This design comes from an exercise in tuning for a short achievable clock period and few clock cycles on the open sky130 flow, not from production work.
The RTL was checked by simulation tests, not by an equivalence proof against the original design.
Power and IR drop assume default switching activity.

`flow/config.mk`:
```
export PLATFORM = sky130hd
export DESIGN_NAME = vde_top
export DESIGN_NICKNAME = vde_top
export VERILOG_FILES = /design/flow/design.v
export SDC_FILE = /design/flow/constraint.sdc
export NUM_CORES = 4
export LEC_CHECK = 0
export ABC_CLOCK_PERIOD_IN_PS = 4000
export CAP_MARGIN = 20
export CORE_MARGIN = 2
export CORE_UTILIZATION = 28
export PLACE_DENSITY = 0.5
export SETUP_SLACK_MARGIN = 5
export SLEW_MARGIN = 20
```
`flow/constraint.sdc`:
```
create_clock -name core_clock -period 10.0 [get_ports {clk}]
set_input_delay 2.0000 -clock core_clock [delete_from_list [all_inputs] [get_ports {clk}]]
set_output_delay 2.0000 -clock core_clock [all_outputs]
set_load 0.01 [all_outputs]
```
`flow/design.v`:
```
`timescale 1ns/10ps
`default_nettype none
module vde_config (
    input  wire        clk,
    input  wire        reset,
    input  wire        wb_cyc,
    input  wire        wb_stb,
    input  wire        wb_we,
    input  wire [1:0]  wb_adr,
    input  wire [15:0] wb_dat_i,
    output wire        wb_ack,
    output wire [15:0] wb_dat_o,
    output reg  [6:0]  cfg_max_var,
    output reg  [15:0] cfg_bump_step,
    output wire        wr_max,
    output wire [6:0]  max_var_wr
);
    reg        ack_q;
    reg [15:0] rdat_q;
    wire       wb_hit;
    assign wb_hit   = wb_cyc && wb_stb && !ack_q;
    assign wb_ack   = ack_q;
    assign wb_dat_o = rdat_q;
    assign wr_max = wb_hit && wb_we && wb_adr == 2'd0;
    assign max_var_wr = (wb_dat_i > 16'd32) ? 7'd32 : wb_dat_i[6:0];
    always @(posedge clk or posedge reset) begin
        if (reset) begin
            ack_q         <= 1'b0;
            rdat_q        <= 16'd0;
            cfg_max_var   <= 7'd0;
            cfg_bump_step <= 16'd16;
        end else begin
            ack_q <= wb_hit;
            if (wb_hit && wb_we) begin
                case (wb_adr)
                    2'd0:    cfg_max_var   <= max_var_wr;
                    2'd1:    cfg_bump_step <= wb_dat_i;
                    default: ;
                endcase
            end else if (wb_hit) begin
                case (wb_adr)
                    2'd0:    rdat_q <= {9'd0, cfg_max_var};
                    2'd1:    rdat_q <= cfg_bump_step;
                    default: rdat_q <= 16'd0;
                endcase
            end
        end
    end
endmodule
`default_nettype wire
`timescale 1ns/10ps
`default_nettype none
module heap_store (
    input  wire          clk,
    input  wire [15:0]   cfg_bump_step,
    input  wire          wr_max,
    input  wire [31:0]   bump_hit,
    output wire [511:0]  score_flat,
    output wire [511:0]  bumped_flat
);
    genvar a;
    generate
        for (a = 0; a < 32; a = a + 1) begin : g_var
            reg  [15:0] score;
            reg  [15:0] bumped;
            wire [16:0] sum_bumped = {1'b0, bumped} + {1'b0, cfg_bump_step};
            wire [16:0] sum_kept   = {1'b0, score} + {1'b0, cfg_bump_step};
            wire [15:0] sat_bumped = sum_bumped[16] ? 16'hffff : sum_bumped[15:0];
            wire [15:0] sat_kept   = sum_kept[16] ? 16'hffff : sum_kept[15:0];
            always @(posedge clk) begin
                if (wr_max) begin
                    score <= 16'd0;
                end else if (bump_hit[a]) begin
                    score <= bumped;
                end
                bumped <= ({16{bump_hit[a]}} & sat_bumped) | ({16{!bump_hit[a]}} & sat_kept);
            end
            assign score_flat[a*16 +: 16]  = score;
            assign bumped_flat[a*16 +: 16] = bumped;
        end
    endgenerate
endmodule
`default_nettype wire
`timescale 1ns/10ps
`default_nettype none
module heap_ctrl (
    input  wire          clk,
    input  wire          reset,
    input  wire          wr_max,
    input  wire [6:0]    max_var_wr,
    input  wire          cmd_valid,
    input  wire [1:0]    cmd_op,
    input  wire [6:0]    cmd_var,
    input  wire          cmd_value,
    output wire [31:0]   bump_hit,
    input  wire [511:0]  score_flat,
    input  wire [511:0]  bumped_flat,
    output reg           dec_valid_q,
    output reg  [6:0]    dec_var_q,
    output reg           dec_phase_q,
    output reg           dec_all_q
);
    localparam [1:0] OP_ASSIGN = 2'd0;
    localparam [1:0] OP_CLEAR  = 2'd1;
    localparam [1:0] OP_BUMP   = 2'd2;
    reg  [31:0]   live_q;
    reg  [31:0]   exists_q;
    reg  [31:0]   phase_q;
    reg  [31:0]   best_q;
    reg           any_q;
    reg  [15:0]   best_score_q;
    reg  [31:0]   pend_q;
    reg  [15:0]   pend_score_q;
    reg  [6:0]    pend_var_q;
    reg  [31:0]   pend_below_q;
    wire [31:0]   hit, assign_hit, clear_hit;
    wire [31:0]   new_live, cmd_below;
    wire [1023:0] bt;
    wire [31:0]   below_best, bumped_beats, cleared_beats, pend_beats;
    wire [31:0]   bw, cw, live_m, win2m, second_oh;
    wire [6:0]    second_var;
    wire          second_phase, has_second, pend_wins;
    wire          sel_cmd, sel_second, cmd_phase;
    reg  [15:0]   cmd_score, bump_score, win2m_score;
    wire [15:0]   second_score;
    function [6:0] encode;
        input [31:0] onehot;
        integer i;
        begin
            encode = 7'd0;
            for (i = 0; i < 32; i = i + 1) begin
                if (onehot[i]) encode = encode | (i + 1);
            end
        end
    endfunction
    genvar i, j;
    generate
        for (i = 0; i < 32; i = i + 1) begin : g_var
            wire [15:0] score  = score_flat[i*16 +: 16];
            wire [15:0] bumped = bumped_flat[i*16 +: 16];
            assign hit[i]        = cmd_valid && cmd_var == i + 1 && exists_q[i];
            assign assign_hit[i] = hit[i] && cmd_op == OP_ASSIGN;
            assign clear_hit[i]  = hit[i] && cmd_op == OP_CLEAR;
            assign bump_hit[i]   = hit[i] && cmd_op == OP_BUMP;
            assign new_live[i]   = max_var_wr > i;
            assign cmd_below[i]  = cmd_var <= i;
            assign below_best[i] = |(best_q >> (i + 1));
            assign bumped_beats[i]  = bumped > best_score_q || (bumped == best_score_q && below_best[i]);
            assign cleared_beats[i] = score > best_score_q || (score == best_score_q && below_best[i]);
            assign pend_beats[i] = pend_score_q > score || (pend_score_q == score && pend_below_q[i]);
            assign bw[i] = live_q[i] && (best_q[i] || bumped_beats[i]);
            assign cw[i] = !any_q || cleared_beats[i];
        end
        for (i = 0; i < 32; i = i + 1) begin : g_row
            for (j = 0; j < 32; j = j + 1) begin : g_col
                if (i < j) begin : g_pair
                    reg g;
                    always @(posedge clk) begin
                        if (wr_max) begin
                            g <= 1'b1;
                        end else if (pend_q[i]) begin
                            g <= pend_beats[j];
                        end else if (pend_q[j]) begin
                            g <= !pend_beats[i];
                        end
                    end
                    assign bt[i*32+j] = g;
                end else if (i > j) begin : g_mirror
                    assign bt[i*32+j] = ~g_row[j].g_col[i].g_pair.g;
                end else begin : g_self
                    assign bt[i*32+j] = 1'b1;
                end
            end
            assign win2m[i] = live_m[i] && !best_q[i] && &(~live_m | best_q | bt[i*32 +: 32]);
        end
    endgenerate
    assign live_m    = live_q & ~pend_q;
    assign pend_wins = |(pend_q & live_q & ~best_q) && &(~live_q | best_q | pend_q | pend_beats);
    assign second_oh = pend_wins ? pend_q : win2m;
    always @(*) begin : p_scores
        integer k;
        cmd_score   = 16'd0;
        bump_score  = 16'd0;
        win2m_score = 16'd0;
        for (k = 0; k < 32; k = k + 1) begin
            cmd_score   = cmd_score | ({16{clear_hit[k]}} & score_flat[k*16 +: 16])
                                    | ({16{bump_hit[k]}} & bumped_flat[k*16 +: 16]);
            bump_score  = bump_score | ({16{bump_hit[k]}} & bumped_flat[k*16 +: 16]);
            win2m_score = win2m_score | ({16{win2m[k]}} & score_flat[k*16 +: 16]);
        end
    end
    assign second_score = pend_wins ? pend_score_q : win2m_score;
    assign second_var   = pend_wins ? pend_var_q : encode(win2m);
    assign second_phase = |(second_oh & phase_q);
    assign has_second   = pend_wins || |win2m;
    assign cmd_phase    = |(hit & phase_q);
    assign sel_cmd    = |((clear_hit & cw) | (bump_hit & bw));
    assign sel_second = |(assign_hit & best_q);
    always @(posedge clk or posedge reset) begin
        if (reset) begin
            live_q      <= 32'd0;
            exists_q    <= 32'd0;
            best_q      <= 32'd0;
            any_q       <= 1'b0;
            pend_q      <= 32'd0;
            dec_valid_q <= 1'b0;
            dec_all_q   <= 1'b1;
            dec_var_q   <= 7'd0;
            dec_phase_q <= 1'b0;
        end else begin
            if (wr_max) begin
                live_q      <= new_live;
                exists_q    <= new_live;
                best_q      <= {31'd0, max_var_wr != 7'd0};
                any_q       <= max_var_wr != 7'd0;
                pend_q      <= 32'd0;
                dec_valid_q <= max_var_wr != 7'd0;
                dec_all_q   <= max_var_wr == 7'd0;
                dec_var_q   <= 7'd1;
                dec_phase_q <= 1'b0;
            end else begin
                live_q <= (live_q & ~assign_hit) | clear_hit;
                pend_q <= bump_hit;
                if (sel_cmd) begin
                    best_q      <= hit;
                    any_q       <= 1'b1;
                    dec_valid_q <= 1'b1;
                    dec_all_q   <= 1'b0;
                    dec_var_q   <= cmd_var;
                    dec_phase_q <= cmd_phase;
                end else if (sel_second) begin
                    best_q      <= second_oh;
                    any_q       <= has_second;
                    dec_valid_q <= has_second;
                    dec_all_q   <= !has_second;
                    dec_var_q   <= second_var;
                    dec_phase_q <= second_phase;
                end
            end
        end
    end
    always @(posedge clk) begin
        pend_score_q <= bump_score;
        pend_var_q   <= cmd_var;
        pend_below_q <= cmd_below;
        if (wr_max) begin
            phase_q      <= 32'd0;
            best_score_q <= 16'd0;
        end else begin
            phase_q <= (phase_q & ~assign_hit) | (assign_hit & {32{cmd_value}});
            if (sel_cmd) begin
                best_score_q <= cmd_score;
            end else if (sel_second) begin
                best_score_q <= second_score;
            end
        end
    end
endmodule
`default_nettype wire
`timescale 1ns/10ps
`default_nettype none
module vde_top (
    input  wire        clk,
    input  wire        reset,
    input  wire        wb_cyc,
    input  wire        wb_stb,
    input  wire        wb_we,
    input  wire [1:0]  wb_adr,
    input  wire [15:0] wb_dat_i,
    output wire        wb_ack,
    output wire [15:0] wb_dat_o,
    input  wire        cmd_valid,
    input  wire [1:0]  cmd_op,
    input  wire [6:0]  cmd_var,
    input  wire        cmd_value,
    input  wire        request,
    output wire        decision_valid,
    output wire [6:0]  decision_var,
    output wire        decision_phase,
    output wire        all_assigned,
    output wire        busy
);
    wire [6:0]    cfg_max_var;
    wire [15:0]   cfg_bump_step;
    wire          wr_max;
    wire [6:0]    max_var_wr;
    wire [31:0]   bump_hit;
    wire [511:0]  score_flat, bumped_flat;
    assign busy = 1'b0;
    vde_config i_config (
        .clk           (clk),
        .reset         (reset),
        .wb_cyc        (wb_cyc),
        .wb_stb        (wb_stb),
        .wb_we         (wb_we),
        .wb_adr        (wb_adr),
        .wb_dat_i      (wb_dat_i),
        .wb_ack        (wb_ack),
        .wb_dat_o      (wb_dat_o),
        .cfg_max_var   (cfg_max_var),
        .cfg_bump_step (cfg_bump_step),
        .wr_max        (wr_max),
        .max_var_wr    (max_var_wr)
    );
    heap_ctrl i_ctrl (
        .clk         (clk),
        .reset       (reset),
        .wr_max      (wr_max),
        .max_var_wr  (max_var_wr),
        .cmd_valid   (cmd_valid),
        .cmd_op      (cmd_op),
        .cmd_var     (cmd_var),
        .cmd_value   (cmd_value),
        .bump_hit    (bump_hit),
        .score_flat  (score_flat),
        .bumped_flat (bumped_flat),
        .dec_valid_q (decision_valid),
        .dec_var_q   (decision_var),
        .dec_phase_q (decision_phase),
        .dec_all_q   (all_assigned)
    );
    heap_store i_store (
        .clk           (clk),
        .cfg_bump_step (cfg_bump_step),
        .wr_max        (wr_max),
        .bump_hit      (bump_hit),
        .score_flat    (score_flat),
        .bumped_flat   (bumped_flat)
    );
endmodule
`default_nettype wire
```
`flow/run.sh`:
```
#!/bin/bash
# synth_recipe.tcl (not shown) runs the flow's synth.tcl, then flattens the netlist and writes it again
# the make line also repeats each setting of config.mk as NAME=value (left out here)
make -C /OpenROAD-flow-scripts/flow DESIGN_CONFIG=/design/flow/config.mk WORK_HOME=/design/flow/orfs CLKGATE_MAP_FILE= SYNTH_SCRIPT=/design/flow/synth_recipe.tcl finish
```
==> results of run 1 <==
-- layer usage --
layer | global-route usage | vias to the layer above | routed length [µm]
li1 | - | 75300 | -
met1 | 0.576 | 92000 | 543000
met2 | 0.677 | 13800 | 563000
met3 | 0.176 | 4059 | 163000
met4 | 0.437 | 96 | 155000
met5 | 0.00391 | - | 705
-- cell families (layout without fill, tap and decap cells) --
family          after synthesis  after routing  share of synthesized area
flops                      1801           1801                      0.237
compound gates             6265           6266                      0.263
other cells                   1            262                  0.0000240
buf+inv                    1892           2733                     0.0457
xor+xnor                    741            741                     0.0416
simple gates               6356           6357                      0.193
fa+ha+maj                  2624           2624                      0.214
mux                          92             92                    0.00637
-- tightest hold or removal path: stages, from the launching register on --
cell and delay, ps:
sky130_fd_sc_hd__dfxtp_1 300, sky130_fd_sc_hd__nand3_1 70, sky130_fd_sc_hd__a211oi_2 70
-- worst paths after layout --
path | start | end | slack, ps | cells past startpoint
worst min register to register | i_ctrl.pend_var_q[6] | i_ctrl.dec_var_q[6] | 350 | 2
worst max register to register | i_ctrl.live_q[10] | i_ctrl.best_score_q[8] | 4060 | 14
worst min-delay path | i_ctrl.pend_var_q[6] | i_ctrl.dec_var_q[6] | 350 | 2
min in group asynchronous | reset | i_config.rdat_q[15] | 1460 | 3
max in group asynchronous | reset | i_ctrl.pend_q[23] | 6940 | 4
worst max-delay path | i_ctrl.live_q[10] | i_ctrl.best_score_q[8] | 4060 | 14
-- timing repair --
item / CTS / global route
setup buffers: 166 / 35
hold buffers: 0 / 0
cloned: 22 / 6
gates resized for setup: 567 / 171
pin swaps: 106 / 64
endpoints found under the setup margin: 610 / 235
-- synthesized netlist by cell type, types with 126 or more instances --
master	count
sky130_fd_sc_hd__ha_1	2560
sky130_fd_sc_hd__nand2_1	2455
sky130_fd_sc_hd__a21oi_1	2031
sky130_fd_sc_hd__dfxtp_1	1623
sky130_fd_sc_hd__nor2_1	1250
sky130_fd_sc_hd__inv_1	979
sky130_fd_sc_hd__clkbuf_1	849
sky130_fd_sc_hd__o21ai_0	843
sky130_fd_sc_hd__a211oi_1	570
sky130_fd_sc_hd__nand4_1	501
sky130_fd_sc_hd__a22oi_1	473
sky130_fd_sc_hd__nand3_1	416
sky130_fd_sc_hd__nor3_1	378
sky130_fd_sc_hd__xnor2_1	373
sky130_fd_sc_hd__xor2_1	368
sky130_fd_sc_hd__a21o_1	350
sky130_fd_sc_hd__a221oi_1	275
sky130_fd_sc_hd__nor2b_1	226
sky130_fd_sc_hd__o211ai_1	211
sky130_fd_sc_hd__nor4_1	208
sky130_fd_sc_hd__o21a_1	207
sky130_fd_sc_hd__a22o_1	194
sky130_fd_sc_hd__dfrtp_1	176
sky130_fd_sc_hd__o22ai_1	173
sky130_fd_sc_hd__or2_2	153
sky130_fd_sc_hd__nand2b_1	131
sky130_fd_sc_hd__a2bb2oi_1	127
sky130_fd_sc_hd__and3_1	126
-- cells in the final DEF (no fill, tap or decap), types with 127 or more instances in the layout --
cell and n:
sky130_fd_sc_hd__ha_1 2546, sky130_fd_sc_hd__nand2_1 2392, sky130_fd_sc_hd__a21oi_1 1926, sky130_fd_sc_hd__dfxtp_1 1557, sky130_fd_sc_hd__nor2_1 1196, sky130_fd_sc_hd__buf_4 1023
sky130_fd_sc_hd__inv_1 940, sky130_fd_sc_hd__o21ai_0 728, sky130_fd_sc_hd__a211oi_1 545, sky130_fd_sc_hd__nand4_1 501, sky130_fd_sc_hd__a22oi_1 472, sky130_fd_sc_hd__nand3_1 400
sky130_fd_sc_hd__xnor2_1 373, sky130_fd_sc_hd__xor2_1 368, sky130_fd_sc_hd__a21o_1 350, sky130_fd_sc_hd__nor3_1 344, sky130_fd_sc_hd__clkbuf_16 283, sky130_fd_sc_hd__a221oi_1 267
sky130_fd_sc_hd__diode_2 261, sky130_fd_sc_hd__nor2b_1 223, sky130_fd_sc_hd__o211ai_1 211, sky130_fd_sc_hd__o21a_1 203, sky130_fd_sc_hd__a22o_1 194, sky130_fd_sc_hd__o22ai_1 169
sky130_fd_sc_hd__or2_2 152, sky130_fd_sc_hd__nor4_1 143, sky130_fd_sc_hd__nand2b_1 130, sky130_fd_sc_hd__a2bb2oi_1 127
-- flip-flops by register name, summed over array words and instances (netlist names), named ones only --
name,flops
i_ctrl.pend_below_q,32
i_ctrl.g_row.g_col.g_pair.g,496
i_ctrl.exists_q,32
i_store.g_var.score,512
i_ctrl.pend_score_q,16
i_ctrl.best_score_q,16
i_ctrl.dec_all_q,1
i_ctrl.dec_phase_q,1
i_store.g_var.bumped,512
i_ctrl.live_q,32
i_ctrl.dec_var_q,7
i_config.rdat_q,16
i_config.cfg_bump_step,16
i_ctrl.pend_var_q,7
i_config.cfg_max_var,7
i_ctrl.best_q,32
i_ctrl.any_q,1
i_ctrl.pend_q,32
i_config.ack_q,1
-- power by group --
group | total [mW] | switching, mW | internal (mW)
clock network | 10.5 | 4.47 | 6.00
logic | 23.7 | 15.7 | 7.97
registers | 9.92 | 1.92 | 8.00
total | 44.0 | 22.1 | 22.0
-- cell type report --
cell class / count / area [µm²]
timing repair inverter: 1 / 8.76
antenna: 261 / 653
multi-input combinational: 16100 / 115000
timing repair buffer: 1273 / 11900
clock buffer: 398 / 7930
sequential: 1801 / 37200
inverter: 979 / 4020
clock inverter: 82 / 1140
fill: 58900 / 368000
tap: 7452 / 9320
==> flow_summary.yaml, run 1 <==
sta:
  setup_slack_ps: 4060
  rsz_0062_raised_after_global_routing: "true"
  finalSetupViolations: 0
  setup-tns-final_ps: 0
  hold_slack_ps: 353
  achievable-frequency_ghz: 0.168
  timing_max_transition_violations_final: 0
  timing.final.crit_period_ps: 5940
  max_slew.worst_pin.slew_ps: 1330
  final-hold-violation-count: 0
  clock_skew_ps: 173
  max_slew_margin: 0.110
  period_share: 0.594
drt:
  routed_wirelength_um: 1420000
  drtPass1Iterations: 10
  drt_first_iter_violations: 28200
  avgViaCountPerCell: 6.54
  route.detailed.drc: 0
  drt-wirelength-per-cell_um: 50.3
  drtAntennaViolNets: 0
  via_count: 185000
cts:
  clkSlewWorstSetupHoldPaths_ps: 60
  cts-root-buf: "sky130_fd_sc_hd__clkbuf_16"
  clkLatencyLatePin_ps: 1140
  cts_tree: "built"
  h_tree_depth_reported_by_cts: 5
  tritoncts.num_buffers: 267
  clock_sinks: 1801
  cts_buffer_depth: 4
setup_path:
  crit_path_frequent_cell: "sky130_fd_sc_hd__buf_4"
  crit_chain: "nor3b_2, buf_4, a22o_1, a221oi_1, nand4_1, and4b_1, buf_4, buf_4, a22o_1, a221oi_1, nand4_1, or4_1, a311oi_2, nor3_1"
  timing.critical_path.to_type: "flop"
  slowest_delay_ps: 1060
  timing.critical_path.slowest_stage_cell: "sky130_fd_sc_hd__dfrtp_1"
  cp.arrival_ps: 6820
  cp_data_required_time_ps: 10890
  worst-setup-path-type: "flop to flop"
  cp-start-kind: "flop"
  crit_path_max_fanout: 21
  cp.buffers_inverters: 3
  critPathTopFamily: "simple AND/OR/NAND/NOR gates"
place:
  cell_area_reported_after_detailed_placement_mm2: 0.172
  place.detailed.instances: 27400
  place_ws_ps: 1320
  dpl.hpwl_um: 1090000
  port_buffer_cells: 60
  routabilityCongestion: 1.12
synth:
  postSynthNetCount: 22400
  postSynth.asyncResetShare: 0.0988
  synth_top_cells_by_area: "sky130_fd_sc_hd__dfxtp_1 (21%), sky130_fd_sc_hd__ha_1 (21%), sky130_fd_sc_hd__a21oi_1 (6.5%)"
  register_bit_total_from_synthesis: 1801
  synthDominantCellAreaShare: 0.208
  seq_area_frac_synth: 0.237
  synth.lib_cells_used.distinct: 92
  yosysWarnings: 3
  synth_edf_count: 0
  library_cell_with_the_largest_summed_area_after_synthesis: "sky130_fd_sc_hd__dfxtp_1"
  syn_avg_cell_area_um2: 7.89
  synthFlopType: "sky130_fd_sc_hd__dfxtp_1"
  post_synthesis_cells: 19800
  syn-cell-area_mm2: 0.156
die:
  dieArea_mm2: 0.563
  row_count: 274
  boundaryPins: 63
  floorplan.core_area_mm2: 0.556
  die_span_in_x_um: 750
  die_height_um: 750
  initial_core_util: 0.281
pwr:
  power_density_mw_per_mm2: 235
  power_leakage_nw: 80.3
  irDropWorstVdd_mv: 0.190
  power.total_mw: 44.0
finish:
  post_route_cells_drive_above_1_share: 0.129
  layout-area-overhead-vs-synth_pct: 20.3
  post_layout_nonfiller_instances: 28300
  fin_nets: 23100
  post-route-util: 0.338
  finish.instance_area_mm2: 0.188
grt:
  grt_pass1_wl_um: 1780000
  grt_pass1_vias: 164000
  grt_use_total: 0.484
  globalRoute.totalOverflow: 0
  grt_max_degree: 180
  grt_antenna_before_repair: 378
worst_hold_path:
  hold_class: "flop to flop"
job:
  max-cap-violations: 0
run_status:
  outcome: "finished clean"
Testbench counts, summed over its fixed seeds: cycles 13,637.
==> run 2: changes to the inputs <==
--- a/flow/design.v
+++ b/flow/design.v
@@ -107,7 +107,6 @@
     reg  [31:0]   exists_q;
     reg  [31:0]   phase_q;
     reg  [31:0]   best_q;
-    reg           any_q;
     reg  [15:0]   best_score_q;
     reg  [31:0]   pend_q;
     reg  [15:0]   pend_score_q;
@@ -120,7 +119,7 @@
     wire [31:0]   bw, cw, live_m, win2m, second_oh;
     wire [6:0]    second_var;
     wire          second_phase, has_second, pend_wins;
-    wire          sel_cmd, sel_second, cmd_phase;
+    wire          sel_cmd, sel_second, cmd_phase, any_best;
     reg  [15:0]   cmd_score, bump_score, win2m_score;
     wire [15:0]   second_score;
     function [6:0] encode;
@@ -149,7 +148,7 @@
             assign cleared_beats[i] = score > best_score_q || (score == best_score_q && below_best[i]);
             assign pend_beats[i] = pend_score_q > score || (pend_score_q == score && pend_below_q[i]);
             assign bw[i] = live_q[i] && (best_q[i] || bumped_beats[i]);
-            assign cw[i] = !any_q || cleared_beats[i];
+            assign cw[i] = !any_best || cleared_beats[i];
         end
         for (i = 0; i < 32; i = i + 1) begin : g_row
             for (j = 0; j < 32; j = j + 1) begin : g_col
@@ -174,6 +173,7 @@
             assign win2m[i] = live_m[i] && !best_q[i] && &(~live_m | best_q | bt[i*32 +: 32]);
         end
     endgenerate
+    assign any_best  = |best_q;
     assign live_m    = live_q & ~pend_q;
     assign pend_wins = |(pend_q & live_q & ~best_q) && &(~live_q | best_q | pend_q | pend_beats);
     assign second_oh = pend_wins ? pend_q : win2m;
@@ -201,7 +201,6 @@
             live_q      <= 32'd0;
             exists_q    <= 32'd0;
             best_q      <= 32'd0;
-            any_q       <= 1'b0;
             pend_q      <= 32'd0;
             dec_valid_q <= 1'b0;
             dec_all_q   <= 1'b1;
@@ -212,7 +211,6 @@
                 live_q      <= new_live;
                 exists_q    <= new_live;
                 best_q      <= {31'd0, max_var_wr != 7'd0};
-                any_q       <= max_var_wr != 7'd0;
                 pend_q      <= 32'd0;
                 dec_valid_q <= max_var_wr != 7'd0;
                 dec_all_q   <= max_var_wr == 7'd0;
@@ -223,14 +221,12 @@
                 pend_q <= bump_hit;
                 if (sel_cmd) begin
                     best_q      <= hit;
-                    any_q       <= 1'b1;
                     dec_valid_q <= 1'b1;
                     dec_all_q   <= 1'b0;
                     dec_var_q   <= cmd_var;
                     dec_phase_q <= cmd_phase;
                 end else if (sel_second) begin
                     best_q      <= second_oh;
-                    any_q       <= has_second;
                     dec_valid_q <= has_second;
                     dec_all_q   <= !has_second;
                     dec_var_q   <= second_var;
==> flow/config.mk (replaced) <==
export PLATFORM = sky130hd
export DESIGN_NAME = vde_top
export DESIGN_NICKNAME = vde_top
export VERILOG_FILES = /design/flow/design.v
export SDC_FILE = /design/flow/constraint.sdc
export NUM_CORES = 4
export LEC_CHECK = 0
export ABC_CLOCK_PERIOD_IN_PS = 2500
export CAP_MARGIN = 20
export CORE_MARGIN = 2
export CORE_UTILIZATION = 22
export PLACE_DENSITY = 0.45
export SETUP_SLACK_MARGIN = 5
export SLEW_MARGIN = 20
==> flow_summary.yaml, run 2 <==
die:
  dieArea_mm2: 0.720
  initial_core_util: 0.220
  floorplan.core_area_mm2: 0.712
  boundaryPins: 63
  row_count: 310
  die_span_in_x_um: 848
  die_height_um: 848
sta:
  clock_skew_ps: 154
  max_slew.worst_pin.slew_ps: 1410
  rsz_0062_raised_after_global_routing: "true"
  achievable-frequency_ghz: 0.177
  timing.final.crit_period_ps: 5660
  finalSetupViolations: 0
  timing_max_transition_violations_final: 0
  final-hold-violation-count: 0
  period_share: 0.566
  setup-tns-final_ps: 0
  max_slew_margin: 0.0585
cts:
  clock_sinks: 1801
  tritoncts.num_buffers: 274
  h_tree_depth_reported_by_cts: 5
  cts_buffer_depth: 4
  clkLatencyLatePin_ps: 1150
  clkSlewWorstSetupHoldPaths_ps: 60
  cts-root-buf: "sky130_fd_sc_hd__clkbuf_16"
  cts_tree: "built"
place:
  routabilityCongestion: 1.11
  cell_area_reported_after_detailed_placement_mm2: 0.176
  port_buffer_cells: 60
  dpl.hpwl_um: 1060000
grt:
  grt_pass1_wl_um: 1760000
  grt_max_degree: 174
  grt_pass1_vias: 166000
  grt_use_total: 0.370
  globalRoute.totalOverflow: 0
  grt_antenna_before_repair: 364
drt:
  drtPass1Iterations: 7
  routed_wirelength_um: 1400000
  via_count: 187000
  avgViaCountPerCell: 6.06
  drtAntennaViolNets: 0
  drt_first_iter_violations: 28500
  drt-wirelength-per-cell_um: 45.4
  route.detailed.drc: 0
setup_path:
  critPathTopFamily: "simple AND/OR/NAND/NOR gates"
  cp-start-kind: "flop"
  cp.buffers_inverters: 1
  cp.arrival_ps: 6600
  crit_chain: "buf_4, nor3_2, nand4b_1, or4_4, o211ai_1, o2111a_1, nand4_1, or4_4, nand2b_4, a2111o_2, o221a_2"
  crit_path_max_fanout: 7
  reg2regPathDepth: 11
  beginning_of_the_worst_register_to_register_path: "i_ctrl.best_q[9]"
  worst-setup-path-type: "flop to flop"
  r2r_slack_ps: 4340
  slowest_delay_ps: 910
  crit_path_frequent_cell: "sky130_fd_sc_hd__or4_4"
  timing.critical_path.slowest_stage_cell: "sky130_fd_sc_hd__o211ai_1"
  timing.critical_path.to_type: "flop"
  cp_data_required_time_ps: 10940
  reg2reg_to: "i_ctrl.best_q[25]"
job:
  max-cap-violations: 0
finish:
  layout-area-overhead-vs-synth_pct: 24.2
  biggestRegsByFlops: "i_store.g_var.bumped: 512 flops, i_store.g_var.score: 512 flops, i_ctrl.g_row.g_col.g_pair.g: 496 flops"
  post-route-util: 0.274
  finish.instance_area_mm2: 0.195
  fin_nets: 23500
  layout_commonest_cell: "sky130_fd_sc_hd__ha_1"
  commonest_non_fill_non_tap_cells_in_the_layout: "sky130_fd_sc_hd__ha_1 (2,555), sky130_fd_sc_hd__nand2_1 (2,451), sky130_fd_sc_hd__a21oi_1 (1,910)"
  post_route_cells_drive_above_1_share: 0.141
worst_hold_path:
  hold_path.startpoint: "i_ctrl.pend_var_q[6]"
  worst_hold_path.num_cells: 2
  hold_class: "flop to flop"
  worstHoldEndpoint: "i_ctrl.dec_var_q[6]"
synth:
  postSynthNetCount: 22700
  synth_edf_count: 0
  syn-cell-area_mm2: 0.157
  postSynth.asyncResetShare: 0.0988
  post_synthesis_cells: 20100
  syn_avg_cell_area_um2: 7.82
  post-synth-top-count-cell: "sky130_fd_sc_hd__ha_1"
  synth_top_cells_by_area: "sky130_fd_sc_hd__dfxtp_1 (21%), sky130_fd_sc_hd__ha_1 (20%), sky130_fd_sc_hd__a21oi_1 (6.6%)"
  synth.lib_cells_used.distinct: 95
  synthFlopType: "sky130_fd_sc_hd__dfxtp_1"
  yosysWarnings: 3
  register_bit_total_from_synthesis: 1801
  library_cell_with_the_largest_summed_area_after_synthesis: "sky130_fd_sc_hd__dfxtp_1"
  seq_area_frac_synth: 0.235
  synthDominantCellAreaShare: 0.207
  synth.top_cells.by_count: "sky130_fd_sc_hd__ha_1 (2,560), sky130_fd_sc_hd__nand2_1 (2,494), sky130_fd_sc_hd__a21oi_1 (2,077)"
run_status:
  outcome: "finished clean"
pwr:
  irDropWorstVdd_mv: 0.175
  power_leakage_nw: 81.6
  power_density_mw_per_mm2: 234
## run 2: cell count changes after synthesis, moves of 69 or more
cell	before	now
sky130_fd_sc_hd__xor2_1	368	274
sky130_fd_sc_hd__a221oi_1	275	206
sky130_fd_sc_hd__or2_2	153	68
sky130_fd_sc_hd__a22oi_1	473	549
sky130_fd_sc_hd__o21a_1	207	128
sky130_fd_sc_hd__a22o_1	194	107
sky130_fd_sc_hd__inv_1	979	1079
sky130_fd_sc_hd__nor2_1	1250	1343
sky130_fd_sc_hd__nand3_1	416	543
## run 2: layout make-up
type | instances | area [µm²]
antenna | 197 | 493
clock buffer | 394 | 8060
clock inverter | 90 | 1180
fill | 77100 | 517000
inverter | 1081 | 4420
multi-input combinational | 16200 | 117000
sequential | 1801 | 37300
tap | 9516 | 11900
timing repair buffer | 1448 | 14300
timing repair inverter | 7 | 61.3
## run 2: worst register-to-register path: stages (launching register included)
cell and delay, ps:
sky130_fd_sc_hd__dfrtp_1 350, sky130_fd_sc_hd__buf_4 250, sky130_fd_sc_hd__nor3_2 720, sky130_fd_sc_hd__nand4b_1 350
sky130_fd_sc_hd__or4_4 710, sky130_fd_sc_hd__o211ai_1 920, sky130_fd_sc_hd__o2111a_1 330, sky130_fd_sc_hd__nand4_1 260
sky130_fd_sc_hd__or4_4 570, sky130_fd_sc_hd__nand2b_4 170, sky130_fd_sc_hd__a2111o_2 600, sky130_fd_sc_hd__o221a_2 330
## run 2: logic make-up after synthesis
family,count (synthesis),synth area share
flops,1801,0.235
buf+inv,2019,0.0489
mux,80,0.00534
simple gates,6519,0.195
xor+xnor,698,0.0390
fa+ha+maj,2624,0.212
other cells,1,0.0000239
compound gates,6325,0.264
## run 2: worst max path at each step
stage,from,endpoint,cells past startpoint
2_1_floorplan,i_config.cfg_bump_step[1],i_store.g_var[5].bumped[14],15
3_3_place_gp,cmd_var[0],i_ctrl.best_score_q[15],11
3_5_place_dp,cmd_var[0],i_ctrl.best_score_q[12],15
4_1_cts,i_ctrl.best_q[24],i_ctrl.best_q[25],14
5_1_grt,i_ctrl.best_q[9],i_ctrl.best_q[25],13
6_report,i_ctrl.best_q[9],i_ctrl.best_q[25],11
## run 2: layer usage
layer	vias up	share of wire	GRT usage	wire (µm)
met5	-	0.00076	0	1060
met4	130	0.086	0.260	120000
met1	93300	0.41	0.470	566000
li1	76500	-	-	-
met2	13100	0.39	0.516	546000
met3	3601	0.12	0.133	163000
## run 2: where the power goes
part           internal, mW  leakage [nW]  total, mW  switching [mW]
sequential             8.02          15.5       10.1            2.07
combinational          8.47          61.6       24.8            16.3
clock                  6.09          4.55       10.6            4.54
total                  22.6          81.6       45.5            23.0
## run 2: stage by stage
stage,setup WS (ps),std cells,power [mW],hold WS (ps)
6_report,4340,30800,45.5,454
5_1_grt,4640,30600,46.7,478
4_1_cts,4750,30500,44.0,453
3_5_place_dp,1840,29700,31.3,438
3_3_place_gp,1500,29700,31.3,454
2_1_floorplan,4450,20100,21.0,428
## run 2: what timing repair did
action	in CTS	in global routing
hold buffers	0	0
resized for setup	903	267
gates cloned	34	3
setup buffers	254	84
endpoints found under the setup margin	526	105
pin swaps	103	70
Testbench counts of run 2, summed over its fixed seeds: cycles 13,637.
==> run 3: changes to the inputs <==
--- a/flow/design.v
+++ b/flow/design.v
@@ -120,6 +120,8 @@
     wire [6:0]    second_var;
     wire          second_phase, has_second, pend_wins;
     wire          sel_cmd, sel_second, cmd_phase, any_best;
+    wire [63:0]   takes_by_var;
+    wire [31:0]   takes;
     reg  [15:0]   cmd_score, bump_score, win2m_score;
     wire [15:0]   second_score;
     function [6:0] encode;
@@ -149,6 +151,7 @@
             assign pend_beats[i] = pend_score_q > score || (pend_score_q == score && pend_below_q[i]);
             assign bw[i] = live_q[i] && (best_q[i] || bumped_beats[i]);
             assign cw[i] = !any_best || cleared_beats[i];
+            assign takes[i] = exists_q[i] && ((cmd_op == OP_CLEAR && cw[i]) || (cmd_op == OP_BUMP && bw[i]));
         end
         for (i = 0; i < 32; i = i + 1) begin : g_row
             for (j = 0; j < 32; j = j + 1) begin : g_col
@@ -194,7 +197,8 @@
     assign second_phase = |(second_oh & phase_q);
     assign has_second   = pend_wins || |win2m;
     assign cmd_phase    = |(hit & phase_q);
-    assign sel_cmd    = |((clear_hit & cw) | (bump_hit & bw));
+    assign takes_by_var = {31'd0, takes, 1'b0};
+    assign sel_cmd      = cmd_valid && !cmd_var[6] && takes_by_var[cmd_var[5:0]];
     assign sel_second = |(assign_hit & best_q);
     always @(posedge clk or posedge reset) begin
         if (reset) begin
==> flow/config.mk (replaced) <==
export PLATFORM = sky130hd
export DESIGN_NAME = vde_top
export DESIGN_NICKNAME = vde_top
export VERILOG_FILES = /design/flow/design.v
export SDC_FILE = /design/flow/constraint.sdc
export NUM_CORES = 4
export LEC_CHECK = 0
export CAP_MARGIN = 30
export CORE_MARGIN = 2
export CORE_UTILIZATION = 30
export PLACE_DENSITY = 0.55
export SETUP_SLACK_MARGIN = 5
export SLEW_MARGIN = 30
==> flow_summary.yaml, run 3 <==
run_status:
  outcome: "finished clean"
cts:
  tritoncts.num_buffers: 244
  cts_buffer_depth: 4
  clkSlewWorstSetupHoldPaths_ps: 60
  h_tree_depth_reported_by_cts: 4
  clkLatencyLatePin_ps: 1140
  clock_sinks: 1801
  cts-root-buf: "sky130_fd_sc_hd__clkbuf_16"
  cts_tree: "built"
drt:
  routed_wirelength_um: 1230000
  drtPass1Iterations: 13
  avgViaCountPerCell: 6.74
  drtAntennaViolNets: 0
  drt_first_iter_violations: 30700
  route.detailed.drc: 0
  via_count: 184000
  drt-wirelength-per-cell_um: 45.3
finish:
  biggestRegsByFlops: "i_store.g_var.bumped: 512 flops, i_store.g_var.score: 512 flops, i_ctrl.g_row.g_col.g_pair.g: 496 flops"
  post_route_cells_drive_above_1_share: 0.133
  finish.instance_area_mm2: 0.186
  post_layout_nonfiller_instances: 27200
  commonest_non_fill_non_tap_cells_in_the_layout: "sky130_fd_sc_hd__ha_1 (2,544), sky130_fd_sc_hd__nand2_1 (2,233), sky130_fd_sc_hd__a21oi_1 (2,058)"
  fin_nets: 22700
  layout.filler_cells: 53200
  multi_input_comb_area_mm2: 0.115
  regArea_mm2: 0.0373
  layout-area-overhead-vs-synth_pct: 20.1
  layout_commonest_cell: "sky130_fd_sc_hd__ha_1"
grt:
  grt_max_degree: 183
  grt_use_total: 0.452
  globalRoute.totalOverflow: 0
  grt_antenna_before_repair: 275
  grt_pass1_wl_um: 1580000
  grt_pass1_vias: 160000
setup_path:
  cp_data_required_time_ps: 10960
  crit_chain: "buf_8, or3b_1, buf_6, o21ai_0, a221oi_2, nand3_1, nor3_2, buf_4, buf_4, a22o_1, a221oi_1, nand4_1, or4_1, a311oi_2, a211oi_2"
  cp.arrival_ps: 6490
  worst-setup-path-type: "flop to flop"
  crit_path_frequent_cell: "sky130_fd_sc_hd__buf_4"
  timing.critical_path.to_type: "flop"
  cp-start-kind: "flop"
  slowest_delay_ps: 650
  crit_path_max_fanout: 67
  timing.critical_path.slowest_stage_cell: "sky130_fd_sc_hd__a221oi_2"
place:
  place.detailed.instances: 26300
  port_buffer_cells: 60
  dpl.hpwl_um: 911000
  cell_area_reported_after_detailed_placement_mm2: 0.169
  routabilityCongestion: 1.20
sta:
  achievable-frequency_ghz: 0.181
  final-hold-violation-count: 0
  max_slew.worst_pin.slew_ps: 1210
  clock_skew_ps: 171
  period_share: 0.553
  finalSetupViolations: 0
  setup-tns-final_ps: 0
  max_slew_margin: 0.194
  timing_max_transition_violations_final: 0
  timing.final.crit_period_ps: 5530
  rsz_0062_raised_after_global_routing: "true"
die:
  initial_core_util: 0.301
  die_height_um: 722
  floorplan.core_area_mm2: 0.513
  dieArea_mm2: 0.521
  boundaryPins: 63
  row_count: 263
  die_span_in_x_um: 722
job:
  max-cap-violations: 0
synth:
  postSynth.asyncResetShare: 0.0988
  post-synth-top-count-cell: "sky130_fd_sc_hd__ha_1"
  yosysWarnings: 3
  synth_edf_count: 0
  seq_area_frac_synth: 0.239
  register_bit_total_from_synthesis: 1801
  synthDominantCellAreaShare: 0.210
  postSynthNetCount: 22100
  synthFlopType: "sky130_fd_sc_hd__dfxtp_1"
  library_cell_with_the_largest_summed_area_after_synthesis: "sky130_fd_sc_hd__dfxtp_1"
  synth_top_cells_by_area: "sky130_fd_sc_hd__dfxtp_1 (21%), sky130_fd_sc_hd__ha_1 (21%), sky130_fd_sc_hd__a21oi_1 (6.9%)"
  syn-cell-area_mm2: 0.155
  post_synthesis_cells: 19500
  syn_avg_cell_area_um2: 7.94
  synth.top_cells.by_count: "sky130_fd_sc_hd__ha_1 (2,560), sky130_fd_sc_hd__nand2_1 (2,304), sky130_fd_sc_hd__a21oi_1 (2,117)"
  synth.lib_cells_used.distinct: 98
pwr:
  irDropWorstVdd_mv: 0.206
  power_leakage_nw: 79.2
  power_density_mw_per_mm2: 200
worst_hold_path:
  hold_class: "flop to flop"
## run 3: cell count changes after synthesis, sizes merged, moves of 57 or more
cell	previous run	this run
nand3	544	436
nand2	2494	2305
o21ai	856	743
or2	71	128
o21bai	120	204
a31oi	116	176
nor2	1343	1153
nand2b	184	86
a22o	107	178
nand4	461	538
a2bb2oi	109	166
## run 3: kinds of logic after synthesis
kind of cell	Yosys count	share of synthesized area
AO/OA/AOI/OAI	6324	0.268
buffers and inverters	1988	0.0487
other	1	0.0000243
adder cells (fa/ha/maj)	2624	0.215
flip-flops	1801	0.239
XOR/XNOR	753	0.0427
multiplexers	84	0.00569
AND/OR/NAND/NOR	5903	0.180
## run 3: worst paths after layout
check / startpoint / to / slack [ps] / cells after the start
max in group asynchronous: reset / i_ctrl.pend_q[11] / 7170 / 4
worst min-delay path: i_config.cfg_max_var[0] / i_config.cfg_max_var[0] / 480 / 2
worst max register to register: i_ctrl.pend_q[30] / i_ctrl.best_score_q[8] / 4470 / 15
worst max-delay path: i_ctrl.pend_q[30] / i_ctrl.best_score_q[8] / 4470 / 15
worst min register to register: i_config.cfg_max_var[0] / i_config.cfg_max_var[0] / 480 / 2
min in group asynchronous: reset / i_config.rdat_q[12] / 1330 / 3
## run 3: layer usage
metal,up-vias,GRT usage,part of all wire
li1,74100,-,-
met1,89200,0.530,0.37
met5,-,0.0132,0.00097
met2,15500,0.604,0.38
met3,4697,0.212,0.14
met4,89,0.403,0.11
## run 3: where the power goes
group / leakage (nW) / switching [mW] / internal (mW)
combinational: 59.7 / 11.5 / 6.24
sequential: 15.5 / 1.89 / 7.96
clock: 4.01 / 4.14 / 5.36
## run 3: area by class of cell
type / count / area share
inverter: 1069 / 0.0231
tap: 6757 / 0.0455
timing repair inverter: 7 / 0.000330
sequential: 1801 / 0.201
clock inverter: 85 / 0.00585
antenna: 233 / 0.00314
timing repair buffer: 1236 / 0.0651
clock buffer: 357 / 0.0383
multi-input combinational: 15700 / 0.618
## run 3: per-stage QoR
step                      total power, mW  hold WS (ps)  setup slack [ps]   util
after floorplan                      18.7           438              4480      -
after global placement               25.3           455              1560  0.329
after detailed placement             25.5           464              1470  0.329
after CTS                            35.6           478              4880  0.356
after global routing                 38.0           497              4780  0.361
final                                37.1           477              4470  0.362
## run 3: repair_timing
action                                  4_1_cts  5_1_grt
resized for setup                           782      304
endpoints found under the setup margin      794      235
hold buffers                                  0        0
buffers inserted                            155       85
gates cloned                                 22       12
pin swaps                                    92       64
## run 3: worst max-delay path, delay by kind of cell (launching register included)
family                 cells  cell delay [ps]
buffers and inverters      4             1800
AOI/OAI and AO/OA          6             1730
and+or+nand+nor            5             1370
DFF                        1              360
Testbench counts of run 3, summed over its fixed seeds: cycles 13,637.
==> run 4: changes to the inputs <==
--- a/flow/design.v
+++ b/flow/design.v
@@ -107,6 +107,8 @@
     reg  [31:0]   exists_q;
     reg  [31:0]   phase_q;
     reg  [31:0]   best_q;
+    reg  [6:0]    best_var_q;
+    reg  [31:0]   live_m_q;
     reg  [15:0]   best_score_q;
     reg  [31:0]   pend_q;
     reg  [15:0]   pend_score_q;
@@ -120,8 +122,6 @@
     wire [6:0]    second_var;
     wire          second_phase, has_second, pend_wins;
     wire          sel_cmd, sel_second, cmd_phase, any_best;
-    wire [63:0]   takes_by_var;
-    wire [31:0]   takes;
     reg  [15:0]   cmd_score, bump_score, win2m_score;
     wire [15:0]   second_score;
     function [6:0] encode;
@@ -145,13 +145,12 @@
             assign bump_hit[i]   = hit[i] && cmd_op == OP_BUMP;
             assign new_live[i]   = max_var_wr > i;
             assign cmd_below[i]  = cmd_var <= i;
-            assign below_best[i] = |(best_q >> (i + 1));
+            assign below_best[i] = best_var_q > i + 1;
             assign bumped_beats[i]  = bumped > best_score_q || (bumped == best_score_q && below_best[i]);
             assign cleared_beats[i] = score > best_score_q || (score == best_score_q && below_best[i]);
             assign pend_beats[i] = pend_score_q > score || (pend_score_q == score && pend_below_q[i]);
             assign bw[i] = live_q[i] && (best_q[i] || bumped_beats[i]);
             assign cw[i] = !any_best || cleared_beats[i];
-            assign takes[i] = exists_q[i] && ((cmd_op == OP_CLEAR && cw[i]) || (cmd_op == OP_BUMP && bw[i]));
         end
         for (i = 0; i < 32; i = i + 1) begin : g_row
             for (j = 0; j < 32; j = j + 1) begin : g_col
@@ -177,7 +176,7 @@
         end
     endgenerate
     assign any_best  = |best_q;
-    assign live_m    = live_q & ~pend_q;
+    assign live_m    = live_m_q;
     assign pend_wins = |(pend_q & live_q & ~best_q) && &(~live_q | best_q | pend_q | pend_beats);
     assign second_oh = pend_wins ? pend_q : win2m;
     always @(*) begin : p_scores
@@ -197,12 +196,12 @@
     assign second_phase = |(second_oh & phase_q);
     assign has_second   = pend_wins || |win2m;
     assign cmd_phase    = |(hit & phase_q);
-    assign takes_by_var = {31'd0, takes, 1'b0};
-    assign sel_cmd      = cmd_valid && !cmd_var[6] && takes_by_var[cmd_var[5:0]];
+    assign sel_cmd    = |((clear_hit & cw) | (bump_hit & bw));
     assign sel_second = |(assign_hit & best_q);
     always @(posedge clk or posedge reset) begin
         if (reset) begin
             live_q      <= 32'd0;
+            live_m_q    <= 32'd0;
             exists_q    <= 32'd0;
             best_q      <= 32'd0;
             pend_q      <= 32'd0;
@@ -213,6 +212,7 @@
         end else begin
             if (wr_max) begin
                 live_q      <= new_live;
+                live_m_q    <= new_live;
                 exists_q    <= new_live;
                 best_q      <= {31'd0, max_var_wr != 7'd0};
                 pend_q      <= 32'd0;
@@ -221,8 +221,9 @@
                 dec_var_q   <= 7'd1;
                 dec_phase_q <= 1'b0;
             end else begin
-                live_q <= (live_q & ~assign_hit) | clear_hit;
-                pend_q <= bump_hit;
+                live_q   <= (live_q & ~assign_hit) | clear_hit;
+                live_m_q <= ((live_q & ~assign_hit) | clear_hit) & ~bump_hit;
+                pend_q   <= bump_hit;
                 if (sel_cmd) begin
                     best_q      <= hit;
                     dec_valid_q <= 1'b1;
@@ -240,6 +241,13 @@
         end
     end
     always @(posedge clk) begin
+        if (wr_max) begin
+            best_var_q <= 7'd1;
+        end else if (sel_cmd) begin
+            best_var_q <= cmd_var;
+        end else if (sel_second) begin
+            best_var_q <= second_var;
+        end
         pend_score_q <= bump_score;
         pend_var_q   <= cmd_var;
         pend_below_q <= cmd_below;
--- a/flow/config.mk
+++ b/flow/config.mk
@@ -5,6 +5,7 @@
 export SDC_FILE = /design/flow/constraint.sdc
 export NUM_CORES = 4
 export LEC_CHECK = 0
+export ABC_CLOCK_PERIOD_IN_PS = 2500
 export CAP_MARGIN = 30
 export CORE_MARGIN = 2
 export CORE_UTILIZATION = 30
==> flow_summary.yaml, run 4 <==
synth:
  synthFlopType: "sky130_fd_sc_hd__dfxtp_1"
  yosysWarnings: 3
  synth.lib_cells_used.distinct: 101
  postSynth.asyncResetShare: 0.114
  syn_avg_cell_area_um2: 7.86
  synth.top_cells.by_count: "sky130_fd_sc_hd__nand2_1 (2,562), sky130_fd_sc_hd__ha_1 (2,560), sky130_fd_sc_hd__a21oi_1 (1,931)"
  synthDominantCellAreaShare: 0.208
  post-synth-top-count-cell: "sky130_fd_sc_hd__nand2_1"
  register_bit_total_from_synthesis: 1840
  syn-cell-area_mm2: 0.157
  synth_edf_count: 0
  seq_area_frac_synth: 0.241
  post_synthesis_cells: 20000
  synth_top_cells_by_area: "sky130_fd_sc_hd__dfxtp_1 (21%), sky130_fd_sc_hd__ha_1 (20%), sky130_fd_sc_hd__a21oi_1 (6.2%)"
  library_cell_with_the_largest_summed_area_after_synthesis: "sky130_fd_sc_hd__dfxtp_1"
  postSynthNetCount: 22600
drt:
  route.detailed.drc: 0
  drtPass1Iterations: 15
  via_count: 186000
  avgViaCountPerCell: 6.64
  drt-wirelength-per-cell_um: 44.7
  routed_wirelength_um: 1250000
  drtAntennaViolNets: 0
  drt_first_iter_violations: 29800
finish:
  regArea_mm2: 0.0381
  layout.filler_cells: 54100
  layout-area-overhead-vs-synth_pct: 20.0
  multi_input_comb_area_mm2: 0.115
  post_layout_nonfiller_instances: 28000
  layout_commonest_cell: "sky130_fd_sc_hd__ha_1"
  fin_nets: 23300
  commonest_non_fill_non_tap_cells_in_the_layout: "sky130_fd_sc_hd__ha_1 (2,550), sky130_fd_sc_hd__nand2_1 (2,520), sky130_fd_sc_hd__a21oi_1 (1,820)"
  post_route_cells_drive_above_1_share: 0.123
  biggestRegsByFlops: "i_store.g_var.bumped: 512 flops, i_store.g_var.score: 512 flops, i_ctrl.g_row.g_col.g_pair.g: 496 flops"
sta:
  setup-tns-final_ps: 0
  setup_slack_ps: 3840
  max_slew.worst_pin.slew_ps: 1250
  timing.final.crit_period_ps: 6160
  finalSetupViolations: 0
  max_slew_margin: 0.160
  final-hold-violation-count: 0
  period_share: 0.616
  timing_max_transition_violations_final: 0
  achievable-frequency_ghz: 0.162
  clock_skew_ps: 115
  rsz_0062_raised_after_global_routing: "true"
die:
  boundaryPins: 63
  row_count: 265
  die_height_um: 727
  floorplan.core_area_mm2: 0.521
  dieArea_mm2: 0.529
  initial_core_util: 0.301
  die_span_in_x_um: 727
place:
  place_ws_ps: 1440
  port_buffer_cells: 60
  place.detailed.instances: 27000
  dpl.hpwl_um: 942000
  routabilityCongestion: 1.19
cts:
  clock_sinks: 1840
  cts_buffer_depth: 4
  h_tree_depth_reported_by_cts: 5
  clkLatencyLatePin_ps: 1080
  tritoncts.num_buffers: 265
  cts-hold-fix-buffers: 0
  cts_tree: "built"
  cts-root-buf: "sky130_fd_sc_hd__clkbuf_16"
  clkSlewWorstSetupHoldPaths_ps: 60
worst_hold_path:
  hold_class: "flop to flop"
pwr:
  power_report.internal_total_mw: 19.6
  power_leakage_nw: 80.6
  power_frac_clock: 0.285
  power.total_mw: 35.9
  power_switching_mw: 16.3
  power_density_mw_per_mm2: 190
  p_sw_frac: 0.455
  irDropWorstVdd_mv: 0.149
  power.share.combinational: 0.441
  sequentialPowerShare: 0.274
setup_path:
  timing.critical_path.slowest_stage_cell: "sky130_fd_sc_hd__nand4_1"
  slowest_delay_ps: 790
  crit_path_max_fanout: 8
  cp-start-kind: "flop"
  timing.critical_path.to_type: "flop"
  worst-setup-path-type: "flop to flop"
  cp.buffers_inverters: 8
  critPathTopFamily: "simple AND/OR/NAND/NOR gates"
  crit_path_frequent_cell: "sky130_fd_sc_hd__buf_12"
  cp.arrival_ps: 7050
  crit_chain: "inv_1, ha_4, nand4_1, nor4_4, nor4b_4, o31a_4, nor4b_4, or4b_1, or4_4, or4b_4, nor2_4, clkbuf_16, buf_4, buf_12, buf_16, buf_12, buf_12, buf_6, or4_1, o311a_1, a221oi_2, nor2_1"
  cp_data_required_time_ps: 10900
job:
  max-cap-violations: 0
grt:
  grt_max_degree: 180
  grt_pass1_vias: 163000
  grt_pass1_wl_um: 1600000
  grt_use_total: 0.452
  grt_antenna_before_repair: 330
  globalRoute.totalOverflow: 0
run_status:
  outcome: "finished clean"
[run 4: cell type report]
type,count,share of cell area
clock inverter,92,0.00574
tap,6942,0.0461
inverter,1028,0.0219
multi-input combinational,16200,0.613
clock buffer,385,0.0413
antenna,233,0.00310
timing repair buffer,1308,0.0662
timing repair inverter,3,0.000166
sequential,1840,0.202
[run 4: power by group through the flow]
stage / logic (mW) / clock network, mW / registers (mW)
final: 15.8 / 10.2 / 9.83
after global routing: 16.6 / 10.4 / 9.79
after CTS: 14.9 / 10.2 / 9.75
after detailed placement: 14.5 / 0 / 9.93
after global placement: 14.3 / 0 / 9.95
after floorplan: 9.14 / 0 / 9.05
[run 4: cell families after synthesis]
| logic type | after synthesis | synth area share |
|---|---|---|
| AOI/OAI and AO/OA | 6159 | 0.257 |
| and+or+nand+nor | 6631 | 0.198 |
| adders and majority gates | 2624 | 0.212 |
| buffers and inverters | 1949 | 0.0471 |
| other | 1 | 0.0000239 |
| DFF | 1840 | 0.241 |
| muxes | 98 | 0.00641 |
| xor gates and xnor gates | 675 | 0.0377 |
[run 4: what timing repair did]
| item | in CTS | in global routing |
|---|---|---|
| endpoints found under the setup margin | 858 | 614 |
| pin swaps | 114 | 70 |
| resized for setup | 584 | 207 |
| cloned | 24 | 3 |
| buffers inserted | 195 | 56 |
[run 4: final timing paths]
path	from	endpoint	slack [ps]	cells past startpoint
max in group asynchronous	reset	i_ctrl.pend_q[20]	6870	3
min in group asynchronous	reset	i_ctrl.live_m_q[15]	1650	2
min	i_config.cfg_max_var[0]	i_config.cfg_max_var[0]	480	2
min reg2reg	i_config.cfg_max_var[0]	i_config.cfg_max_var[0]	480	2
max	i_store.g_var[26].score[6]	i_ctrl.best_score_q[8]	3840	22
max reg2reg	i_store.g_var[26].score[6]	i_ctrl.best_score_q[8]	3840	22
[run 4: per-layer routing]
layer / track usage / vias to the layer above / wire length [µm]
li1: - / 75600 / -
met1: 0.540 / 90800 / 473000
met2: 0.605 / 15100 / 473000
met3: 0.208 / 4472 / 176000
met4: 0.385 / 134 / 130000
met5: 0.00200 / - / 1390
[run 4: tightest hold or removal path: stages, from the launching register on]
cell and delay, ps:
sky130_fd_sc_hd__dfrtp_1 350, sky130_fd_sc_hd__nand2_1 50, sky130_fd_sc_hd__nand2_1 50
[run 4: per-stage QoR]
step	hold slack, ps	utilization	cell area, µm²
floorplan	432	-	159000
global placement	455	0.330	172000
detailed placement	466	0.331	172000
CTS	475	0.357	186000
global route	499	0.361	188000
finish	477	0.362	188000
Testbench counts of run 4, summed over its fixed seeds: cycles 13,637.
==> run 5: changes to the inputs <==
--- a/flow/design.v
+++ b/flow/design.v
@@ -9,40 +9,39 @@
     input  wire [1:0]  wb_adr,
     input  wire [15:0] wb_dat_i,
     output wire        wb_ack,
-    output wire [15:0] wb_dat_o,
+    output reg  [15:0] wb_dat_o,
     output reg  [6:0]  cfg_max_var,
     output reg  [15:0] cfg_bump_step,
     output wire        wr_max,
+    output wire        wr_step,
     output wire [6:0]  max_var_wr
 );
     reg        ack_q;
-    reg [15:0] rdat_q;
     wire       wb_hit;
-    assign wb_hit   = wb_cyc && wb_stb && !ack_q;
-    assign wb_ack   = ack_q;
-    assign wb_dat_o = rdat_q;
-    assign wr_max = wb_hit && wb_we && wb_adr == 2'd0;
+    assign wb_hit = wb_cyc && wb_stb && !ack_q;
+    assign wb_ack = wb_hit;
+    assign wr_max  = wb_hit && wb_we && wb_adr == 2'd0;
+    assign wr_step = wb_hit && wb_we && wb_adr == 2'd1;
     assign max_var_wr = (wb_dat_i > 16'd32) ? 7'd32 : wb_dat_i[6:0];
+    always @(*) begin
+        case (wb_adr)
+            2'd0:    wb_dat_o = {9'd0, cfg_max_var};
+            2'd1:    wb_dat_o = cfg_bump_step;
+            default: wb_dat_o = 16'd0;
+        endcase
+    end
     always @(posedge clk or posedge reset) begin
         if (reset) begin
             ack_q         <= 1'b0;
-            rdat_q        <= 16'd0;
             cfg_max_var   <= 7'd0;
             cfg_bump_step <= 16'd16;
         end else begin
             ack_q <= wb_hit;
-            if (wb_hit && wb_we) begin
-                case (wb_adr)
-                    2'd0:    cfg_max_var   <= max_var_wr;
-                    2'd1:    cfg_bump_step <= wb_dat_i;
-                    default: ;
-                endcase
-            end else if (wb_hit) begin
-                case (wb_adr)
-                    2'd0:    rdat_q <= {9'd0, cfg_max_var};
-                    2'd1:    rdat_q <= cfg_bump_step;
-                    default: rdat_q <= 16'd0;
-                endcase
+            if (wr_max) begin
+                cfg_max_var <= max_var_wr;
+            end
+            if (wr_step) begin
+                cfg_bump_step <= wb_dat_i;
             end
         end
     end
@@ -54,26 +53,54 @@
     input  wire          clk,
     input  wire [15:0]   cfg_bump_step,
     input  wire          wr_max,
+    input  wire          wr_step,
+    input  wire [15:0]   wb_dat_i,
     input  wire [31:0]   bump_hit,
     output wire [511:0]  score_flat,
     output wire [511:0]  bumped_flat
 );
+    function [15:0] sat_add;
+        input [15:0] x;
+        input [15:0] y;
+        reg   [15:0] p, g, pp, gg;
+        integer k, d;
+        begin
+            p = x ^ y;
+            g = x & y;
+            for (d = 1; d < 16; d = d * 2) begin
+                pp = p;
+                gg = g;
+                for (k = d; k < 16; k = k + 1) begin
+                    gg[k] = g[k] | (p[k] & g[k - d]);
+                    pp[k] = p[k] & p[k - d];
+                end
+                p = pp;
+                g = gg;
+            end
+            sat_add = g[15] ? 16'hffff : ((x ^ y) ^ {g[14:0], 1'b0});
+        end
+    endfunction
     genvar a;
     generate
         for (a = 0; a < 32; a = a + 1) begin : g_var
             reg  [15:0] score;
             reg  [15:0] bumped;
-            wire [16:0] sum_bumped = {1'b0, bumped} + {1'b0, cfg_bump_step};
-            wire [16:0] sum_kept   = {1'b0, score} + {1'b0, cfg_bump_step};
-            wire [15:0] sat_bumped = sum_bumped[16] ? 16'hffff : sum_bumped[15:0];
-            wire [15:0] sat_kept   = sum_kept[16] ? 16'hffff : sum_kept[15:0];
+            wire [15:0] sat_bumped = sat_add(bumped, cfg_bump_step);
+            wire [15:0] sat_kept   = sat_add(score, cfg_bump_step);
+            wire [15:0] sat_new    = sat_add(score, wb_dat_i);
             always @(posedge clk) begin
                 if (wr_max) begin
                     score <= 16'd0;
                 end else if (bump_hit[a]) begin
                     score <= bumped;
                 end
-                bumped <= ({16{bump_hit[a]}} & sat_bumped) | ({16{!bump_hit[a]}} & sat_kept);
+                if (wr_max) begin
+                    bumped <= cfg_bump_step;
+                end else if (wr_step) begin
+                    bumped <= sat_new;
+                end else begin
+                    bumped <= ({16{bump_hit[a]}} & sat_bumped) | ({16{!bump_hit[a]}} & sat_kept);
+                end
             end
             assign score_flat[a*16 +: 16]  = score;
             assign bumped_flat[a*16 +: 16] = bumped;
@@ -122,6 +149,8 @@
     wire [6:0]    second_var;
     wire          second_phase, has_second, pend_wins;
     wire          sel_cmd, sel_second, cmd_phase, any_best;
+    wire [63:0]   takes_by_var;
+    wire [31:0]   takes;
     reg  [15:0]   cmd_score, bump_score, win2m_score;
     wire [15:0]   second_score;
     function [6:0] encode;
@@ -151,6 +180,7 @@
             assign pend_beats[i] = pend_score_q > score || (pend_score_q == score && pend_below_q[i]);
             assign bw[i] = live_q[i] && (best_q[i] || bumped_beats[i]);
             assign cw[i] = !any_best || cleared_beats[i];
+            assign takes[i] = exists_q[i] && ((cmd_op == OP_CLEAR && cw[i]) || (cmd_op == OP_BUMP && bw[i]));
         end
         for (i = 0; i < 32; i = i + 1) begin : g_row
             for (j = 0; j < 32; j = j + 1) begin : g_col
@@ -196,7 +226,8 @@
     assign second_phase = |(second_oh & phase_q);
     assign has_second   = pend_wins || |win2m;
     assign cmd_phase    = |(hit & phase_q);
-    assign sel_cmd    = |((clear_hit & cw) | (bump_hit & bw));
+    assign takes_by_var = {31'd0, takes, 1'b0};
+    assign sel_cmd      = cmd_valid && !cmd_var[6] && takes_by_var[cmd_var[5:0]];
     assign sel_second = |(assign_hit & best_q);
     always @(posedge clk or posedge reset) begin
         if (reset) begin
@@ -290,7 +321,7 @@
 );
     wire [6:0]    cfg_max_var;
     wire [15:0]   cfg_bump_step;
-    wire          wr_max;
+    wire          wr_max, wr_step;
     wire [6:0]    max_var_wr;
     wire [31:0]   bump_hit;
     wire [511:0]  score_flat, bumped_flat;
@@ -308,6 +339,7 @@
         .cfg_max_var   (cfg_max_var),
         .cfg_bump_step (cfg_bump_step),
         .wr_max        (wr_max),
+        .wr_step       (wr_step),
         .max_var_wr    (max_var_wr)
     );
     heap_ctrl i_ctrl (
@@ -331,6 +363,8 @@
         .clk           (clk),
         .cfg_bump_step (cfg_bump_step),
         .wr_max        (wr_max),
+        .wr_step       (wr_step),
+        .wb_dat_i      (wb_dat_i),
         .bump_hit      (bump_hit),
         .score_flat    (score_flat),
         .bumped_flat   (bumped_flat)
--- a/flow/config.mk
+++ b/flow/config.mk
@@ -5,7 +5,6 @@
 export SDC_FILE = /design/flow/constraint.sdc
 export NUM_CORES = 4
 export LEC_CHECK = 0
-export ABC_CLOCK_PERIOD_IN_PS = 2500
 export CAP_MARGIN = 30
 export CORE_MARGIN = 2
 export CORE_UTILIZATION = 30
==> flow_summary.yaml, run 5 <==
run_status:
  outcome: "finished with violations"
  so.violations: "antenna violations"
die:
  floorplan.core_area_mm2: 0.615
  row_count: 288
  die_height_um: 790
  initial_core_util: 0.301
  dieArea_mm2: 0.625
  die_span_in_x_um: 790
  boundaryPins: 63
sta:
  achievable-frequency_ghz: 0.175
  rsz_0062_raised_after_global_routing: "true"
  period_share: 0.571
  finalSetupViolations: 0
  setup_slack_ps: 4290
  timing.final.crit_period_ps: 5710
  clock_skew_ps: 167
  final-hold-violation-count: 0
  max_slew.worst_pin.slew_ps: 1250
  max_slew_margin: 0.166
  timing_max_transition_violations_final: 0
  setup-tns-final_ps: 0
finish:
  post_route_cells_drive_above_1_share: 0.115
  commonest_non_fill_non_tap_cells_in_the_layout: "sky130_fd_sc_hd__ha_1 (3,070), sky130_fd_sc_hd__nand2_1 (2,784), sky130_fd_sc_hd__a21oi_1 (2,307)"
  fin_nets: 28000
  layout-area-overhead-vs-synth_pct: 18.7
  biggestRegsByFlops: "i_store.g_var.bumped: 512 flops, i_store.g_var.score: 512 flops, i_ctrl.g_row.g_col.g_pair.g: 496 flops"
  layout.filler_cells: 64400
  finish.instance_area_mm2: 0.220
  post-route-util: 0.358
  layout_commonest_cell: "sky130_fd_sc_hd__ha_1"
  post_layout_nonfiller_instances: 33500
synth:
  synthFlopType: "sky130_fd_sc_hd__dfxtp_1"
  yosysWarnings: 3
  synth_top_cells_by_area: "sky130_fd_sc_hd__ha_1 (21%), sky130_fd_sc_hd__dfxtp_1 (18%), sky130_fd_sc_hd__a21oi_1 (6.3%)"
  synthDominantCellAreaShare: 0.207
  library_cell_with_the_largest_summed_area_after_synthesis: "sky130_fd_sc_hd__ha_1"
  post_synthesis_cells: 24100
  syn-cell-area_mm2: 0.186
  synth.top_cells.by_count: "sky130_fd_sc_hd__ha_1 (3,072), sky130_fd_sc_hd__nand2_1 (2,850), sky130_fd_sc_hd__a21oi_1 (2,353)"
  synth.lib_cells_used.distinct: 100
  synth_edf_count: 0
  postSynthNetCount: 27300
  post-synth-top-count-cell: "sky130_fd_sc_hd__ha_1"
  register_bit_total_from_synthesis: 1824
  postSynth.asyncResetShare: 0.106
  seq_area_frac_synth: 0.202
  syn_avg_cell_area_um2: 7.70
grt:
  globalRoute.totalOverflow: 0
  grt_antenna_before_repair: 395
  grt_max_degree: 116
  grt_use_total: 0.491
  grt_pass1_vias: 202000
  grt_pass1_wl_um: 2040000
cts:
  clkSlewWorstSetupHoldPaths_ps: 60
  h_tree_depth_reported_by_cts: 5
  tritoncts.num_buffers: 274
  cts_buffer_depth: 4
  clkLatencyLatePin_ps: 1210
  cts_tree: "built"
  clock_sinks: 1824
  cts-hold-fix-buffers: 0
  cts-root-buf: "sky130_fd_sc_hd__clkbuf_16"
setup_path:
  crit_path_frequent_cell: "sky130_fd_sc_hd__buf_4"
  cp-start-kind: "flop"
  cp.arrival_ps: 6680
  worst-setup-path-type: "flop to flop"
  slowest_delay_ps: 870
  crit_path_max_fanout: 18
  timing.critical_path.to_type: "flop"
  timing.critical_path.slowest_stage_cell: "sky130_fd_sc_hd__a221oi_2"
  reg2regPathDepth: 15
  crit_chain: "buf_4, nand2b_2, buf_4, o22ai_1, a221oi_1, nand4_1, nor3_2, buf_4, buf_6, a221oi_2, nand3_2, nor3_2, a21oi_2, a211oi_1, a211oi_2"
  cp_data_required_time_ps: 10960
job:
  max-cap-violations: 0
worst_hold_path:
  hold_class: "flop to flop"
  worst_hold_path.num_cells: 2
drt:
  drt-wirelength-per-cell_um: 48.3
  via_count: 234000
  drtAntennaViolNets: 1
  avgViaCountPerCell: 6.98
  route.detailed.drc: 0
  drt_first_iter_violations: 41400
  routed_wirelength_um: 1620000
  drtPass1Iterations: 16
pwr:
  power_density_mw_per_mm2: 177
  irDropWorstVdd_mv: 0.142
  power_leakage_nw: 95.8
place:
  dpl.hpwl_um: 1230000
  cell_area_reported_after_detailed_placement_mm2: 0.205
  routabilityCongestion: 1.18
  place.detailed.instances: 32400
  port_buffer_cells: 60
  place_ws_ps: 1570
[run 5: cell type report]
cell class / instances / area [µm²] / area share
timing repair buffer: 1486 / 13500 / 0.0612
multi-input combinational: 20200 / 144000 / 0.656
sequential: 1824 / 37700 / 0.171
inverter: 1027 / 4080 / 0.0186
tap: 8120 / 10200 / 0.0462
clock inverter: 100 / 1410 / 0.00640
antenna: 404 / 1010 / 0.00459
clock buffer: 389 / 8000 / 0.0363
[run 5: worst paths after layout]
check | startpoint | endpoint | slack [ps]
setup / recovery | i_ctrl.best_q[27] | i_ctrl.best_score_q[11] | 4290
hold / removal | i_store.g_var[11].score[0] | i_store.g_var[11].score[0] | 470
setup reg to reg | i_ctrl.best_q[27] | i_ctrl.best_score_q[11] | 4290
hold reg to reg | i_store.g_var[11].score[0] | i_store.g_var[11].score[0] | 470
max in group asynchronous | reset | i_config.cfg_bump_step[14] | 6690
min in group asynchronous | reset | i_config.cfg_max_var[4] | 1270
[run 5: worst max-delay path: cells and delay by family (launching register included)]
kind,cells,cell delay [ps]
flops,1,360
compound gates,6,2070
buf+inv,4,1130
simple gates,5,1810
[run 5: what timing repair did]
action                                  CTS  global route
pin swaps                                53            35
endpoints found under the hold margin     0             0
resized for setup                       614           131
cloned                                    7             3
endpoints found under the setup margin  708           315
setup buffers                           121            48
[run 5: kinds of logic after synthesis]
| group | count (synthesis) | share of synthesized area |
|---|---|---|
| simple gates | 8116 | 0.207 |
| compound gates | 7676 | 0.272 |
| flops | 1824 | 0.202 |
| mux | 88 | 0.00476 |
| other cells | 1 | 0.0000202 |
| fa+ha+maj | 3168 | 0.218 |
| xor+xnor | 1124 | 0.0531 |
| buf+inv | 2105 | 0.0433 |
[run 5: power breakdown]
part	switching, mW	internal, mW	leakage [nW]
logic	12.2	6.10	75.5
registers	1.67	8.03	15.8
clock network	4.67	6.29	4.61
[run 5: through the flow]
stage	total power [mW]	hold WS, ps
2_1_floorplan	18.6	436
3_3_place_gp	26.0	446
3_5_place_dp	26.2	454
5_1_grt	39.4	475
6_report	38.9	470
4_1_cts	37.4	463
[run 5: per-layer routing]
layer,routed length (µm),vias up,part of all wire,global-route usage
met5,2570,-,0.0016,0.0156
met4,167000,168,0.10,0.419
met2,607000,21000,0.37,0.652
met1,600000,115000,0.37,0.589
met3,242000,6233,0.15,0.227
li1,-,92200,-,-
Testbench counts of run 5, summed over its fixed seeds: cycles 13,555.

Check on run 5: ideal ports give 4.285 ns setup slack; a clkbuf_16 on the clock port and buf_2 on the inputs give 4.285 ns; moving port delays by the midpoint clock arrival (1.233 ns) as well gives 3.280 ns.
